What follows belongs to an exercise in optimizing a design on an open flow for small area, a short achievable clock period and few clock cycles; a production flow would make more cautious choices.
In this exercise RTL edits were held to simulation tests only and were not proved equivalent to the original.
Power is estimated from default activity; no workload was simulated.

File: config.mk
export PLATFORM = sky130hd
export DESIGN_NAME = minimum_spanning_tree_weight
export DESIGN_NICKNAME = minimum_spanning_tree_weight
export VERILOG_FILES = /design/flow/design.v
export SDC_FILE = /design/flow/constraint.sdc
export NUM_CORES = 4
export LEC_CHECK = 0
export CAP_MARGIN = 20
export CORE_MARGIN = 2
export CORE_UTILIZATION = 40
export SLEW_MARGIN = 20
File: constraint.sdc
create_clock -name core_clock -period 6.0 [get_ports {clock}]
set_input_delay 1.2000 -clock core_clock [delete_from_list [all_inputs] [get_ports {clock}]]
set_output_delay 1.2000 -clock core_clock [all_outputs]
set_load 0.01 [all_outputs]
File: design.v
`default_nettype none
package mstw_pkg;
   localparam int DEF_MAX_NODES = 64;
   localparam int DEF_MAX_EDGES = 128;
   localparam int WEIGHT_W      = 16;
   localparam int STATUS_W      = 2;
   localparam logic [STATUS_W-1:0] ST_OK    = 2'd0;
   localparam logic [STATUS_W-1:0] ST_RANGE = 2'd1;
   localparam logic [STATUS_W-1:0] ST_FULL  = 2'd2;
   typedef enum logic [3:0] {
      S_IDLE,
      S_INIT,
      S_SCAN_RD,
      S_SCAN_CHK,
      S_PROC_RD,
      S_PROC_CHK,
      S_FINDA_RD,
      S_FINDA_CHK,
      S_FINDB_RD,
      S_FINDB_CHK,
      S_JOIN,
      S_OUT
   } back_state_type;
   typedef struct packed {
      logic idle;
      logic result_valid;
   } back_status_type;
endpackage
`default_nettype wire
`default_nettype none
module mstw_ram #(
   parameter int WIDTH  = 8,
   parameter int DEPTH  = 16,
   parameter int ADDR_W = (DEPTH > 1) ? $clog2(DEPTH) : 1
) (
   input  wire logic              clock,
   input  wire logic              wr_en,
   input  wire logic [ADDR_W-1:0] wr_addr,
   input  wire logic [WIDTH-1:0]  wr_data,
   input  wire logic [ADDR_W-1:0] rd_addr,
   output logic      [WIDTH-1:0]  rd_data
);
   logic [WIDTH-1:0] mem [DEPTH];
   logic [WIDTH-1:0] rd_data_ff;
   always_ff @(posedge clock) begin
      if (wr_en) begin
         mem[wr_addr] <= wr_data;
      end
      rd_data_ff <= mem[rd_addr];
   end
   assign rd_data = rd_data_ff;
endmodule
`default_nettype wire
`default_nettype none
module mstw_queue #(
   parameter int WIDTH = 8
) (
   input  wire logic             clock,
   input  wire logic             reset,
   input  wire logic             push,
   input  wire logic [WIDTH-1:0] push_data,
   output logic                  full,
   input  wire logic             pop,
   output logic                  not_empty,
   output logic      [WIDTH-1:0] head
);
   logic [WIDTH-1:0] slot_ff [2];
   logic             wr_ptr_ff, wr_ptr_in;
   logic             rd_ptr_ff, rd_ptr_in;
   logic [1:0]       count_ff, count_in;
   logic             do_push, do_pop;
   assign full      = (count_ff == 2'd2);
   assign not_empty = (count_ff != 2'd0);
   assign head      = slot_ff[rd_ptr_ff];
   assign do_push   = push && !full;
   assign do_pop    = pop && not_empty;
   always_comb begin
      wr_ptr_in = wr_ptr_ff ^ do_push;
      rd_ptr_in = rd_ptr_ff ^ do_pop;
      count_in  = count_ff + {1'b0, do_push} - {1'b0, do_pop};
   end
   always_ff @(posedge clock) begin
      if (reset) begin
         wr_ptr_ff <= 1'b0;
         rd_ptr_ff <= 1'b0;
         count_ff  <= 2'd0;
      end else begin
         wr_ptr_ff <= wr_ptr_in;
         rd_ptr_ff <= rd_ptr_in;
         count_ff  <= count_in;
      end
      if (do_push) begin
         slot_ff[wr_ptr_ff] <= push_data;
      end
   end
endmodule
`default_nettype wire
`default_nettype none
import mstw_pkg::*;
module mstw_front #(
   parameter int MAX_NODES = mstw_pkg::DEF_MAX_NODES,
   parameter int MAX_EDGES = mstw_pkg::DEF_MAX_EDGES,
   parameter int NODE_W    = $clog2(MAX_NODES),
   parameter int CNT_W     = $clog2(MAX_NODES + 1),
   parameter int FILL_W    = $clog2(MAX_EDGES + 1),
   parameter int ADDR_W    = (MAX_EDGES > 1) ? $clog2(MAX_EDGES) : 1,
   parameter int EDGE_W    = 2 * NODE_W + mstw_pkg::WEIGHT_W,
   parameter int JOB_W     = FILL_W + mstw_pkg::STATUS_W
) (
   input  wire logic                            clock,
   input  wire logic                            reset,
   input  wire logic                            item_valid,
   output logic                                 item_ready,
   input  wire logic [NODE_W-1:0]               src_node,
   input  wire logic [NODE_W-1:0]               dst_node,
   input  wire logic [mstw_pkg::WEIGHT_W-1:0]   edge_weight,
   input  wire logic                            last_edge,
   input  wire logic                            csr_valid,
   output logic                                 csr_ready,
   input  wire logic [CNT_W-1:0]                csr_data,
   input  wire mstw_pkg::back_status_type       back_status,
   input  wire logic                            job_pending,
   output logic                                 job_push,
   output logic      [JOB_W-1:0]                job_data,
   output logic                                 edge_wr_en,
   output logic      [ADDR_W-1:0]               edge_wr_addr,
   output logic      [EDGE_W-1:0]               edge_wr_data
);
   localparam logic [CNT_W-1:0]  NODE_LIMIT = CNT_W'(MAX_NODES);
   localparam logic [FILL_W-1:0] EDGE_LIMIT = FILL_W'(MAX_EDGES);
   logic [CNT_W-1:0]    node_count_ff, node_count_in;
   logic [FILL_W-1:0]   fill_ff, fill_in;
   logic [STATUS_W-1:0] err_ff, err_in;
   logic                accept, in_range, has_room, store;
   logic [STATUS_W-1:0] item_err, err_now;
   logic [FILL_W-1:0]   fill_now;
   assign csr_ready  = 1'b1;
   assign item_ready = back_status.idle && !job_pending;
   assign accept     = item_valid && item_ready;
   always_comb begin
      in_range = (CNT_W'(src_node) < node_count_ff) && (CNT_W'(src_node) < NODE_LIMIT)
              && (CNT_W'(dst_node) < node_count_ff) && (CNT_W'(dst_node) < NODE_LIMIT);
      has_room = (fill_ff < EDGE_LIMIT);
      store    = accept && in_range && has_room;
      item_err = !in_range ? ST_RANGE : (!has_room ? ST_FULL : ST_OK);
      err_now  = (err_ff != ST_OK) ? err_ff : item_err;
      fill_now = fill_ff + FILL_W'(store);
      node_count_in = (csr_valid && csr_ready) ? csr_data : node_count_ff;
      fill_in       = fill_ff;
      err_in        = err_ff;
      if (accept) begin
         fill_in = last_edge ? '0 : fill_now;
         err_in  = last_edge ? ST_OK : err_now;
      end
   end
   assign job_push     = accept && last_edge;
   assign job_data     = {err_now, fill_now};
   assign edge_wr_en   = store;
   assign edge_wr_addr = fill_ff[ADDR_W-1:0];
   assign edge_wr_data = {src_node, dst_node, edge_weight};
   always_ff @(posedge clock) begin
      if (reset) begin
         node_count_ff <= NODE_LIMIT;
         fill_ff       <= '0;
         err_ff        <= ST_OK;
      end else begin
         node_count_ff <= node_count_in;
         fill_ff       <= fill_in;
         err_ff        <= err_in;
      end
   end
endmodule
`default_nettype wire
`default_nettype none
import mstw_pkg::*;
module mstw_back #(
   parameter int MAX_NODES = mstw_pkg::DEF_MAX_NODES,
   parameter int MAX_EDGES = mstw_pkg::DEF_MAX_EDGES,
   parameter int NODE_W    = $clog2(MAX_NODES),
   parameter int FILL_W    = $clog2(MAX_EDGES + 1),
   parameter int ADDR_W    = (MAX_EDGES > 1) ? $clog2(MAX_EDGES) : 1,
   parameter int EDGE_W    = 2 * NODE_W + mstw_pkg::WEIGHT_W,
   parameter int JOB_W     = FILL_W + mstw_pkg::STATUS_W,
   parameter int TOT_W     = mstw_pkg::WEIGHT_W + NODE_W
) (
   input  wire logic                          clock,
   input  wire logic                          reset,
   input  wire logic                          job_valid,
   input  wire logic [JOB_W-1:0]              job_data,
   output logic                               job_pop,
   output logic      [ADDR_W-1:0]             edge_rd_addr,
   input  wire logic [EDGE_W-1:0]             edge_rd_data,
   output mstw_pkg::back_status_type          back_status,
   output logic                               rsp_valid,
   input  wire logic                          rsp_ready,
   output logic      [TOT_W-1:0]              rsp_total,
   output logic      [mstw_pkg::STATUS_W-1:0] rsp_status
);
   localparam logic [NODE_W-1:0] LAST_NODE = NODE_W'(MAX_NODES - 1);
   mstw_pkg::back_state_type         state_ff, state_in;
   logic [FILL_W-1:0]      idx_ff, idx_in;
   logic [FILL_W-1:0]      fill_ff, fill_in;
   logic signed [WEIGHT_W-1:0] cur_ff, cur_in, best_ff, best_in, ew_ff, ew_in;
   logic                   have_cur_ff, have_cur_in, found_ff, found_in;
   logic [NODE_W-1:0]      node_ff, node_in, root_a_ff, root_a_in, dst_ff, dst_in;
   logic [TOT_W-1:0]       total_ff, total_in;
   logic [STATUS_W-1:0]    status_ff, status_in;
   logic                   rsp_valid_ff, rsp_valid_in;
   logic [TOT_W-1:0]       rsp_total_ff, rsp_total_in;
   logic [STATUS_W-1:0]    rsp_status_ff, rsp_status_in;
   logic                   par_wr_en;
   logic [NODE_W-1:0]      par_wr_addr, par_wr_data, par_rd_data;
   logic [NODE_W-1:0]      e_src, e_dst;
   logic signed [WEIGHT_W-1:0] e_w;
   assign {e_src, e_dst, e_w} = edge_rd_data;
   mstw_ram #(.WIDTH(NODE_W), .DEPTH(MAX_NODES), .ADDR_W(NODE_W)) u_parent (
      .clock   (clock),
      .wr_en   (par_wr_en),
      .wr_addr (par_wr_addr),
      .wr_data (par_wr_data),
      .rd_addr (node_ff),
      .rd_data (par_rd_data)
   );
   always_comb begin
      state_in      = state_ff;
      idx_in        = idx_ff;
      fill_in       = fill_ff;
      cur_in        = cur_ff;
      best_in       = best_ff;
      ew_in         = ew_ff;
      have_cur_in   = have_cur_ff;
      found_in      = found_ff;
      node_in       = node_ff;
      root_a_in     = root_a_ff;
      dst_in        = dst_ff;
      total_in      = total_ff;
      status_in     = status_ff;
      rsp_valid_in  = rsp_valid_ff && !rsp_ready;
      rsp_total_in  = rsp_total_ff;
      rsp_status_in = rsp_status_ff;
      job_pop       = 1'b0;
      par_wr_en     = 1'b0;
      par_wr_addr   = node_ff;
      par_wr_data   = node_ff;
      unique case (state_ff)
         S_IDLE: begin
            if (job_valid) begin
               job_pop                = 1'b1;
               {status_in, fill_in}   = job_data;
               total_in               = '0;
               node_in                = '0;
               state_in = (job_data[JOB_W-1 -: STATUS_W] != ST_OK) ? S_OUT : S_INIT;
            end
         end
         S_INIT: begin
            par_wr_en = 1'b1;
            node_in   = node_ff + 1'b1;
            if (node_ff == LAST_NODE) begin
               have_cur_in = 1'b0;
               found_in    = 1'b0;
               idx_in      = '0;
               state_in    = S_SCAN_RD;
            end
         end
         S_SCAN_RD: begin
            if (idx_ff == fill_ff) begin
               idx_in   = '0;
               cur_in   = best_ff;
               have_cur_in = 1'b1;
               state_in = found_ff ? S_PROC_RD : S_OUT;
            end else begin
               state_in = S_SCAN_CHK;
            end
         end
         S_SCAN_CHK: begin
            if ((!have_cur_ff || e_w > cur_ff) && (!found_ff || e_w < best_ff)) begin
               best_in  = e_w;
               found_in = 1'b1;
            end
            idx_in   = idx_ff + 1'b1;
            state_in = S_SCAN_RD;
         end
         S_PROC_RD: begin
            if (idx_ff == fill_ff) begin
               idx_in   = '0;
               found_in = 1'b0;
               state_in = S_SCAN_RD;
            end else begin
               state_in = S_PROC_CHK;
            end
         end
         S_PROC_CHK: begin
            if (e_w == cur_ff) begin
               node_in  = e_src;
               dst_in   = e_dst;
               ew_in    = e_w;
               state_in = S_FINDA_RD;
            end else begin
               idx_in   = idx_ff + 1'b1;
               state_in = S_PROC_RD;
            end
         end
         S_FINDA_RD: state_in = S_FINDA_CHK;
         S_FINDA_CHK: begin
            if (par_rd_data == node_ff) begin
               root_a_in = node_ff;
               node_in   = dst_ff;
               state_in  = S_FINDB_RD;
            end else begin
               node_in   = par_rd_data;
               state_in  = S_FINDA_RD;
            end
         end
         S_FINDB_RD: state_in = S_FINDB_CHK;
         S_FINDB_CHK: begin
            if (par_rd_data == node_ff) begin
               state_in = S_JOIN;
            end else begin
               node_in  = par_rd_data;
               state_in = S_FINDB_RD;
            end
         end
         S_JOIN: begin
            if (root_a_ff != node_ff) begin
               par_wr_en   = 1'b1;
               par_wr_addr = root_a_ff;
               par_wr_data = node_ff;
               total_in    = total_ff + TOT_W'(ew_ff);
            end
            idx_in   = idx_ff + 1'b1;
            state_in = S_PROC_RD;
         end
         S_OUT: begin
            if (!rsp_valid_ff || rsp_ready) begin
               rsp_valid_in  = 1'b1;
               rsp_total_in  = total_ff;
               rsp_status_in = status_ff;
               state_in      = S_IDLE;
            end
         end
         default: state_in = S_IDLE;
      endcase
   end
   assign edge_rd_addr            = idx_ff[ADDR_W-1:0];
   assign back_status.idle        = (state_ff == S_IDLE);
   assign back_status.result_valid = rsp_valid_ff;
   assign rsp_valid               = rsp_valid_ff;
   assign rsp_total               = rsp_total_ff;
   assign rsp_status              = rsp_status_ff;
   always_ff @(posedge clock) begin
      if (reset) begin
         state_ff     <= S_IDLE;
         rsp_valid_ff <= 1'b0;
      end else begin
         state_ff     <= state_in;
         rsp_valid_ff <= rsp_valid_in;
      end
      idx_ff        <= idx_in;
      fill_ff       <= fill_in;
      cur_ff        <= cur_in;
      best_ff       <= best_in;
      ew_ff         <= ew_in;
      have_cur_ff   <= have_cur_in;
      found_ff      <= found_in;
      node_ff       <= node_in;
      root_a_ff     <= root_a_in;
      dst_ff        <= dst_in;
      total_ff      <= total_in;
      status_ff     <= status_in;
      rsp_total_ff  <= rsp_total_in;
      rsp_status_ff <= rsp_status_in;
   end
endmodule
`default_nettype wire
`default_nettype none
import mstw_pkg::*;
module minimum_spanning_tree_weight #(
   parameter int MAX_NODES = mstw_pkg::DEF_MAX_NODES,
   parameter int MAX_EDGES = mstw_pkg::DEF_MAX_EDGES,
   parameter int NODE_W    = $clog2(MAX_NODES),
   parameter int CNT_W     = $clog2(MAX_NODES + 1),
   parameter int IN_W      = ((2 * NODE_W + mstw_pkg::WEIGHT_W + 7) / 8) * 8,
   parameter int TOT_W     = mstw_pkg::WEIGHT_W + NODE_W,
   parameter int OUT_W     = ((TOT_W + 7) / 8) * 8
) (
   input  wire logic                          clock,
   input  wire logic                          reset,
   input  wire logic                          req_tvalid,
   output logic                               req_tready,
   input  wire logic [IN_W-1:0]               req_tdata,   
   input  wire logic                          req_tlast,   
   output logic                               rsp_tvalid,
   input  wire logic                          rsp_tready,
   output logic      [OUT_W-1:0]              rsp_tdata,   
   output logic      [mstw_pkg::STATUS_W-1:0] rsp_tuser,   
   input  wire logic                          csr_valid,
   output logic                               csr_ready,
   input  wire logic [CNT_W-1:0]              csr_data
);
   localparam int FILL_W = $clog2(MAX_EDGES + 1);
   localparam int ADDR_W = (MAX_EDGES > 1) ? $clog2(MAX_EDGES) : 1;
   localparam int EDGE_W = 2 * NODE_W + WEIGHT_W;
   localparam int JOB_W  = FILL_W + STATUS_W;
   mstw_pkg::back_status_type     back_status;
   logic                job_push, job_full, job_pop, job_valid;
   logic [JOB_W-1:0]    job_in, job_head;
   logic                edge_wr_en;
   logic [ADDR_W-1:0]   edge_wr_addr, edge_rd_addr;
   logic [EDGE_W-1:0]   edge_wr_data, edge_rd_data;
   logic [TOT_W-1:0]    rsp_total;
   mstw_front #(
      .MAX_NODES (MAX_NODES), .MAX_EDGES (MAX_EDGES), .NODE_W (NODE_W), .CNT_W (CNT_W),
      .FILL_W (FILL_W), .ADDR_W (ADDR_W), .EDGE_W (EDGE_W), .JOB_W (JOB_W)
   ) u_front (
      .clock        (clock),
      .reset        (reset),
      .item_valid   (req_tvalid),
      .item_ready   (req_tready),
      .src_node     (req_tdata[NODE_W-1:0]),
      .dst_node     (req_tdata[2*NODE_W-1:NODE_W]),
      .edge_weight  (req_tdata[EDGE_W-1:2*NODE_W]),
      .last_edge    (req_tlast),
      .csr_valid    (csr_valid),
      .csr_ready    (csr_ready),
      .csr_data     (csr_data),
      .back_status  (back_status),
      .job_pending  (job_valid || job_full),
      .job_push     (job_push),
      .job_data     (job_in),
      .edge_wr_en   (edge_wr_en),
      .edge_wr_addr (edge_wr_addr),
      .edge_wr_data (edge_wr_data)
   );
   mstw_ram #(.WIDTH(EDGE_W), .DEPTH(MAX_EDGES), .ADDR_W(ADDR_W)) u_edges (
      .clock   (clock),
      .wr_en   (edge_wr_en),
      .wr_addr (edge_wr_addr),
      .wr_data (edge_wr_data),
      .rd_addr (edge_rd_addr),
      .rd_data (edge_rd_data)
   );
   mstw_queue #(.WIDTH(JOB_W)) u_jobs (
      .clock     (clock),
      .reset     (reset),
      .push      (job_push),
      .push_data (job_in),
      .full      (job_full),
      .pop       (job_pop),
      .not_empty (job_valid),
      .head      (job_head)
   );
   mstw_back #(
      .MAX_NODES (MAX_NODES), .MAX_EDGES (MAX_EDGES), .NODE_W (NODE_W), .FILL_W (FILL_W),
      .ADDR_W (ADDR_W), .EDGE_W (EDGE_W), .JOB_W (JOB_W), .TOT_W (TOT_W)
   ) u_back (
      .clock        (clock),
      .reset        (reset),
      .job_valid    (job_valid),
      .job_data     (job_head),
      .job_pop      (job_pop),
      .edge_rd_addr (edge_rd_addr),
      .edge_rd_data (edge_rd_data),
      .back_status  (back_status),
      .rsp_valid    (rsp_tvalid),
      .rsp_ready    (rsp_tready),
      .rsp_total    (rsp_total),
      .rsp_status   (rsp_tuser)
   );
   assign rsp_tdata = OUT_W'(rsp_total);
endmodule
`default_nettype wire
File: run.sh
#!/bin/bash
# synth_recipe.tcl (not shown) runs the flow's synth.tcl, then flattens the netlist and writes it again
# the make line also repeats each setting of config.mk as NAME=value (left out here)
make -C /OpenROAD-flow-scripts/flow DESIGN_CONFIG=/design/flow/config.mk WORK_HOME=/design/flow/orfs CLKGATE_MAP_FILE= SYNTH_SCRIPT=/design/flow/synth_recipe.tcl finish
==> notes.md <==
-- power groups by stage --
stage	clock network, mW	registers (mW)	logic (mW)
after floorplan	0	34.0	11.8
after global placement	0	34.2	19.2
after detailed placement	0	34.2	19.4
after CTS	25.7	33.6	19.5
after global routing	26.7	33.6	20.4
final	25.3	33.6	19.4
-- Yosys cell counts (12+ instances only) --
cell type     n
and2_1       97
o21ai_0      91
mux4_2      965
and3_1       16
a31oi_1      55
a311o_1      15
a32oi_1      21
buf_4        86
nor2b_1      16
o22ai_1      87
clkbuf_1    213
nand3_1      26
xnor2_1      19
edfxtp_1   4120
a21oi_1     182
a211oi_1    118
nand2b_1     24
inv_1        56
nor3_1      155
mux2i_1     260
xor2_1       31
mux2_2      112
a21o_1       24
a311oi_1     20
buf_1        52
nor2_1      176
dfxtp_1      60
buf_6        26
a221oi_1     26
o211ai_1     18
ha_1         70
nand4_1      12
buf_2        83
a22oi_1      18
nand2_1     408
-- registers in the layout (all words and copies together) (netlist names), 7 cells and up --
name,flops
u_back.fill_ff,8
u_front.fill_ff,8
u_jobs.slot_ff,20
u_edges.mem,3584
u_edges.rd_data_ff,28
u_back.idx_ff,8
u_back.ew_ff,16
u_front.node_count_ff,7
u_back.u_parent.mem,384
u_back.cur_ff,16
u_back.best_ff,16
u_back.rsp_total_ff,22
u_back.total_ff,22
-- routing by layer --
layer  vias up  routed length (um)  GRT usage
met5         -                 111          0
met4        16               14900     0.0681
met3       696               40500     0.0436
met2      3765              207000      0.326
met1     43693              176000      0.289
li1      33573                   -          -
-- cell type report --
type	count	area share
Sequential cell	4180	0.671
Multi-Input combinational cell	3173	0.199
Clock buffer	529	0.0590
Tap cell	5428	0.0365
Timing Repair Buffer	446	0.0211
Clock inverter	241	0.0116
Inverter	57	0.00122
Antenna cell	24	0.000323
-- worst max-delay path by stage --
| stage | endpoint | slack (ns) | cells past startpoint |
|---|---|---|---|
| after detailed placement | u_front.fill_ff[6]$_SDFFE_PP0P_ | 0.62 | 16 |
| after CTS | u_edges.mem[50][12]$_DFFE_PP_ | 1.02 | 10 |
| after global routing | u_edges.mem[53][9]$_DFFE_PP_ | 0.71 | 8 |
| after floorplan | u_edges.mem[119][0]$_DFFE_PP_ | 0.86 | 9 |
| after global placement | u_edges.mem[28][27]$_DFFE_PP_ | 0.56 | 10 |
| final | u_edges.mem[50][6]$_DFFE_PP_ | 0.87 | 8 |
-- logic make-up after synthesis --
family | synth area share
AO/OA/AOI/OAI | 0.0295
adder cells (fa/ha/maj) | 0.00547
AND/OR/NAND/NOR | 0.0274
buffers and inverters | 0.0157
multiplexers | 0.156
XOR/XNOR | 0.00267
flip-flops | 0.763
other | 0.0000459
-- worst max-delay path, stage by stage, from the launching register on --
cell and delay, ns:
dfxtp_1 0.50, nor2_2 0.36, nand2_1 0.19, nor3_2 0.36
and2_1 0.81, nand2b_4 0.70, buf_4 0.53, nor3_2 0.77
buf_4 0.47
-- metrics by stage --
| stage | setup WS (ns) | cell area, um2 |
|---|---|---|
| 2_1_floorplan | 0.864 | 164000 |
| 3_3_place_gp | 0.557 | 173000 |
| 3_5_place_dp | 0.617 | 173000 |
| 4_1_cts | 1.02 | 186000 |
| 5_1_grt | 0.711 | 186000 |
| 6_report | 0.867 | 186000 |
==> results by group <==
Status
  • Outcome: timing/DRC/antenna clean

Timing
  • Worst-margin pin slew: 1.31 ns
  • Period utilization: 0.855
  • RSZ-0062 raised after global routing: no
  • Setup_tns: 0 ns
  • Hold Slack: 0.398 ns
  • Period minus WS final: 5.13 ns
  • Fmax achieved: 195 MHz
  • Final hold vios: 0
  • Max-slew violations: 0
  • Slew Limit Headroom: 0.120
  • Final setup violation count: 0
  • Final Skew: 0.0872 ns

Worst setup path
  • Internal reg-to-reg setup slack: 0.87 ns
  • R2r startpoint: u_back.state_ff[2]$_SDFFE_PP0P_
  • Critical Path AT: 5.77 ns
  • Worst EP required: 6.64 ns
  • Crit Path Max Fanout: 45
  • CP endpoint kind: register
  • R2R Path End: u_edges.mem[50][6]$_DFFE_PP_
  • Startpoint Class: register
  • Crit path kind: register to register
  • Reg2reg path depth: 8
  • Critical path origin: u_back.state_ff[2]$_SDFFE_PP0P_

Detailed routing
  • Drt wl/cell: 31.1 um
  • Number of nets with antenna violations after routing: 0
  • DRC: 0
  • DRT iter0 DRCs: 10820
  • Drt first pass iters: 6
  • Via-to-Cell Ratio: 5.81
  • Final WL: 438 mm
  • Vias: 81743

Min path
  • Hold depth: 0
  • Hold path startpoint: u_edges.rd_data_ff[18]$_DFF_P_
  • Worst hold path type: register to register
  • Endpoint, Worst Hold: u_back.dst_ff[2]$_DFFE_PP_

GRT
  • GRT Overall Usage: 0.207
  • Total grt overflow: 0
  • Global-route wire length before repair: 616 mm
  • Initial antenna violation count: 35
  • Largest net degree at the start of global routing: 171
  • Vias in the first global route: 81556

Final layout
  • Fin cells: 14078
  • Final core occ: 0.457
  • Most frequent cells in the layout: 4120 x edfxtp_1, 965 x mux4_2, 420 x clkbuf_16, 408 x nand2_1, 369 x buf_4
  • Most common cell after layout, fill and taps aside: edfxtp_1
  • Layout cells sized above 1: 0.258
  • Post-layout net count: 8391
  • Multi-input gate area: 0.0371 mm2
  • Layout filler cell count: 33681
  • FF+latch area: 0.125 mm2
  • P&R area growth vs syn: 13.7%

CTS
  • Bufs on Longest Clock Path: 4
  • Clock Latency Late Sink: 1.02 ns
  • PostCTS Resize Cnt: 0
  • # Post-CTS Setup Buffers: 0
  • H-Tree Depth: 5
  • Clock sink count: 4180
  • Root buf cell: clkbuf_16
  • Inserted Clock Buffers: 417
  • TritonCTS clock tree: yes
  • Clk slew on worst S/H paths: 0.06 ns
  • CTS hold repair buffers: 0

Synthesis
  • Post-Synthesis Cells: 7869
  • Sequential share of the synthesized area: 0.763
  • Yosys top cell by area: edfxtp_1
  • Syn avg cell area: 20.8 um2
  • Area contributors post-synth: edfxtp_1 76%, mux4_2 13%, mux2i_1 1.6%
  • Synth Register Bits: 4180
  • EDFF count, synth: 4120
  • Mapped Area: 0.164 mm2
  • Synth Flop Type: edfxtp_1
  • Post-synthesis async set-or-reset flop share: 0
  • Synth warn: 5
  • Post-synth top area share: 0.756
  • Unique masters post-synth: 75

Power
  • Pwr per Cell Area: 421 mW/mm2
  • Part of the power in registers: 0.429
  • LEAKAGE: 58.3 nW
  • Logic pwr share: 0.248
  • Psw: 23.6 mW
  • P_int: 54.6 mW
  • Worst VDD drop: 0.323 mV
  • Total chip power: 78.3 mW
  • Sw frac: 0.302
  • Clock network fraction of total power: 0.323

Die
  • Die area: 0.414 mm2
  • Die height: 644 um
  • Die Wd: 644 um
  • Site Rows: 234
  • Top Ports: 74
  • Area of the core: 0.407 mm2
  • Initial Utilization: 0.402

Placement
  • Routability cong.: 0.874
  • DP Wirelength: 265 mm
  • Number of port buffers: 66
  • DP Cell Count: 13280

Flow run
  • Max-Cap Viols: 0
Testbench counts, summed over its fixed seeds: cycles 765,420.

==> afterwards: timing with drivers on the ports <==
No port has a modelled driver above. Below, the same layout with a new extraction and two added sets of constraints.
Step 1, drivers: a clkbuf_16 drives clock and a buf_2 each remaining input, both assumed.
Step 2 times the ports against the registers' clock, not the clock port: input delays grow and output delays shrink by t, the midpoint of the rising clock arrivals with the driver on.
Slacks: no drivers / after step 1 / after step 2; pairs: no drivers / after step 1.
t (ns): 1.063
setup slack, ns: 0.867 / 0.867 / 0.493
worst setup path after step 2: input to register
worst data-port slew with drivers (ns): 0.16
After both steps setup and hold are still met in this run. For this run, drivers alone change the setup slack by 0.000 ns; drivers and shift together by -0.374 ns.
